From an optimization exercise on the open Yosys and OpenROAD flow, aimed at small area and a short achievable clock period; shortcuts taken in it are not production practice. At most, simulation tests tie the RTL to the original design; equivalence was not proved. Power and IR drop assume default switching activity.

Setup of main:
==> flow/design.v (excerpt) <==
module csr_unit (
  input  logic        clk_i,
  input  logic        rst_ni,
  input  logic        req_valid_i,
  output logic        req_ready_o,
  input  logic [1:0]  req_op_i,
  input  logic [11:0] req_addr_i,
  input  logic [31:0] req_wdata_i,
  output logic        rsp_valid_o,
  input  logic        rsp_ready_i,
  output logic [31:0] rsp_rdata_o,
  output logic        rsp_illegal_o,
  input  logic        trap_valid_i,
  input  logic [31:0] trap_cause_i,
  input  logic [31:0] trap_epc_i,
  input  logic [31:0] trap_tval_i,
  input  logic        mret_valid_i,
  input  logic        retire_i,
  output logic [31:0] mtvec_o,
  output logic [31:0] mepc_o,
  output logic        mstatus_mie_o
);
Size: about 340 flip-flops, ~0.016 mm^2 of cells after synthesis.
clock: 3.5 ns
lec_check: 0
cap_margin: 20
core_margin: 2
core_utilization: 40
setup_slack_margin: 1.6
slew_margin: 20
standard.sh (not shown) runs the stock make flow with config.mk's settings and CLKGATE_MAP_FILE= SYNTH_SCRIPT=/design/flow/synth_recipe.tcl, a recipe that flattens the netlist after the stock synthesis.
==> flow/flow/run.sh <==
#!/bin/bash
cp standard.sh std_copy.log
export BUFFER_PORTS_ARGS="-buffer_cell sky130_fd_sc_hd__buf_1"
export CTS_ARGS="-sink_clustering_enable -repair_clock_nets -buf_list {sky130_fd_sc_hd__clkbuf_8 sky130_fd_sc_hd__clkbuf_16} -root_buf sky130_fd_sc_hd__clkbuf_16 -sink_clustering_buffer sky130_fd_sc_hd__clkbuf_8 -dont_use_dummy_load"
bash standard.sh > standard_flow.log 2>&1
> inputs changed (main -> the feature branch)
--- a/flow/design.v
+++ b/flow/design.v
@@ -81,18 +81,15 @@
   logic [31:0] rsp_rdata_q;
   logic        rsp_ill_q;
   logic        stage_ready;
   logic        commit;
   logic        is_rd;
   logic [N_SEL-1:0] sel_d;
   assign stage_ready = !rsp_v_q || rsp_ready_i;
-  logic        full_q;
-  assign req_ready_o = !full_q || rsp_ready_i;
-  logic        slot_load;
-  assign slot_load   = !slot_v_q || stage_ready;
+  assign req_ready_o = !slot_v_q || stage_ready;
   assign commit      = slot_v_q && stage_ready;
   assign is_rd = (req_op_i == csr_pkg::CSR_OP_READ);
   always_comb begin
     sel_d = '0;
     case (req_addr_i)
       12'h300:       sel_d[S_MSTATUS]  = 1'b1;
       12'h301:          if (is_rd) sel_d[S_MISA] = 1'b1; else sel_d[S_ILL] = 1'b1;
@@ -111,27 +108,27 @@
       12'hF14:       if (!is_rd) sel_d[S_ILL] = 1'b1;
       default:                 sel_d[S_ILL] = 1'b1;
     endcase
   end
   always_ff @(posedge clk_i or negedge rst_ni) begin
     if (!rst_ni) begin
       slot_v_q <= 1'b0;
-    end else if (slot_load) begin
+    end else if (req_ready_o) begin
       slot_v_q <= req_valid_i;
     end
   end
   always_ff @(posedge clk_i or negedge rst_ni) begin
     if (!rst_ni) begin
       op_wr_q <= 1'b0;
-    end else if (slot_load) begin
+    end else if (req_ready_o) begin
       op_wr_q <= req_valid_i && !is_rd;
     end
   end
   always_ff @(posedge clk_i) begin
-    if (slot_load) begin
+    if (req_ready_o) begin
       op_w_q  <= (req_op_i == csr_pkg::CSR_OP_WRITE);
       op_s_q  <= (req_op_i == csr_pkg::CSR_OP_SET);
       op_c_q  <= (req_op_i == csr_pkg::CSR_OP_CLEAR);
       sel_q   <= sel_d;
       wdata_q <= req_wdata_i;
     end
   end
@@ -172,22 +169,14 @@
   always_ff @(posedge clk_i or negedge rst_ni) begin
     if (!rst_ni) begin
       rsp_v_q <= 1'b0;
     end else if (stage_ready) begin
       rsp_v_q <= slot_v_q;
     end
   end
-  always_ff @(posedge clk_i or negedge rst_ni) begin
-    if (!rst_ni) begin
-      full_q <= 1'b0;
-    end else begin
-      full_q <= (slot_load ? req_valid_i : slot_v_q) &&
-                (stage_ready ? slot_v_q : rsp_v_q);
-    end
-  end
   always_ff @(posedge clk_i) begin
     if (stage_ready) begin
       rsp_rdata_q <= rdata;
       rsp_ill_q   <= sel_q[S_ILL];
     end
   end
   assign rsp_valid_o   = rsp_v_q;
@@ -272,38 +261,33 @@
   end
   always_ff @(posedge clk_i) begin
     mie_q      <= upd(mie_q, we_mie, mie_set_q);
     mscratch_q <= upd(mscratch_q, we_mscratch, mscratch_set_q);
     mcause_q   <= trap_valid_i ? trap_cause_i : upd(mcause_q, we_mcause, mcause_set_q);
     mtval_q    <= trap_valid_i ? trap_tval_i  : upd(mtval_q, we_mtval, mtval_set_q);
   end
-  logic        cy_inc, ir_inc;
-  logic [31:0] cy_ones, ir_ones;
-  logic [31:0] mcycle_n, minstret_n;
-  assign cy_inc = !cy_inhibit_q && !we_mcycle;
-  assign ir_inc = retire_i && !ir_inhibit_q && !we_minstret;
-  always_comb begin
-    cy_ones[0] = 1'b1;
-    ir_ones[0] = 1'b1;
-    for (int i = 1; i < 32; i++) begin
-      cy_ones[i] = cy_ones[i-1] && mcycle_q[i-1];
-      ir_ones[i] = ir_ones[i-1] && minstret_q[i-1];
-    end
-  end
-  assign mcycle_n   = upd(mcycle_q ^ (cy_ones & {32{cy_inc}}), we_mcycle, 1'b1);
-  assign minstret_n = upd(minstret_q ^ (ir_ones & {32{ir_inc}}), we_minstret, 1'b1);
+  logic [31:0] cnt_wv;
+  assign cnt_wv = ((sel_q[S_MCYCLE] ? mcycle_q : minstret_q) & ~to0) | to1;
   always_ff @(posedge clk_i or negedge rst_ni) begin
     if (!rst_ni) begin
       mcycle_q     <= '0;
       minstret_q   <= '0;
       cy_inhibit_q <= 1'b0;
       ir_inhibit_q <= 1'b0;
     end else begin
-      mcycle_q     <= mcycle_n;
-      minstret_q   <= minstret_n;
+      if (we_mcycle) begin
+        mcycle_q <= cnt_wv;
+      end else if (!cy_inhibit_q) begin
+        mcycle_q <= mcycle_q + 32'd1;
+      end
+      if (we_minstret) begin
+        minstret_q <= cnt_wv;
+      end else if (retire_i && !ir_inhibit_q) begin
+        minstret_q <= minstret_q + 32'd1;
+      end
       cy_inhibit_q <= mcntinh_n[0];
       ir_inhibit_q <= mcntinh_n[2];
     end
   end
   assign mtvec_o       = {mtvec_q, 2'b00};
   assign mepc_o        = {mepc_q, 2'b00};
   assign mstatus_mie_o = mstatus_mie_q;
- Against main as the reference, the feature branch delivers a lower global routing met2 resource utilization.
- Diff main -> the feature branch | final cell count without fillers | increase of 82
- Comparing the two runs side by side, the feature branch comes out ahead of main on wire length.
- Between main and the feature branch, sequential-cell power consumption is higher for the feature branch, main comes in under that.
- For main, the start-to-end type of the worst setup path was reg -> reg, unlike the feature branch, where it was reg -> out.
- | clock-cell share of area | the feature branch vs main | 0.19 points higher |
- Re post-synthesis sequential area ratio: the feature branch is 2.3 points down on main.
- Taking main as the reference point, the number of clock buffer instances in the layout of the feature branch falls by 1.
For main, only the layout was checked, not whether the RTL still works.

[re-timing with driven ports]
Ports are ideal in the flow. The routed layouts listed here were re-timed in OpenROAD.
Step 1 assumes that a clkbuf_16 drives the clock port and a buf_2 every other input.
Step 2 also shifts input and output timing later by t, the mid clock arrival at the registers, as if the neighbouring blocks saw the same clock.
Slacks: no drivers / after step 1 / after step 2; pairs: no drivers / after step 1.
run	t, ns	setup slack, ns	hold slack, ns	latest minus earliest clock arrival (ns)	worst data-port slew with drivers (ns)
main	0.603	1.424 / 1.424 / 1.035	0.258 / 0.225 / 0.424	0.054 / 0.055	0.05
the feature branch	0.601	1.575 / 1.519 / 1.097	0.180 / 0.149 / 0.425	0.046 / 0.045	0.06
After both steps setup and hold are still met in every run listed. The setup slack of the feature branch, which loses most, moves by -0.056 ns with the drivers and by -0.478 ns with both steps.
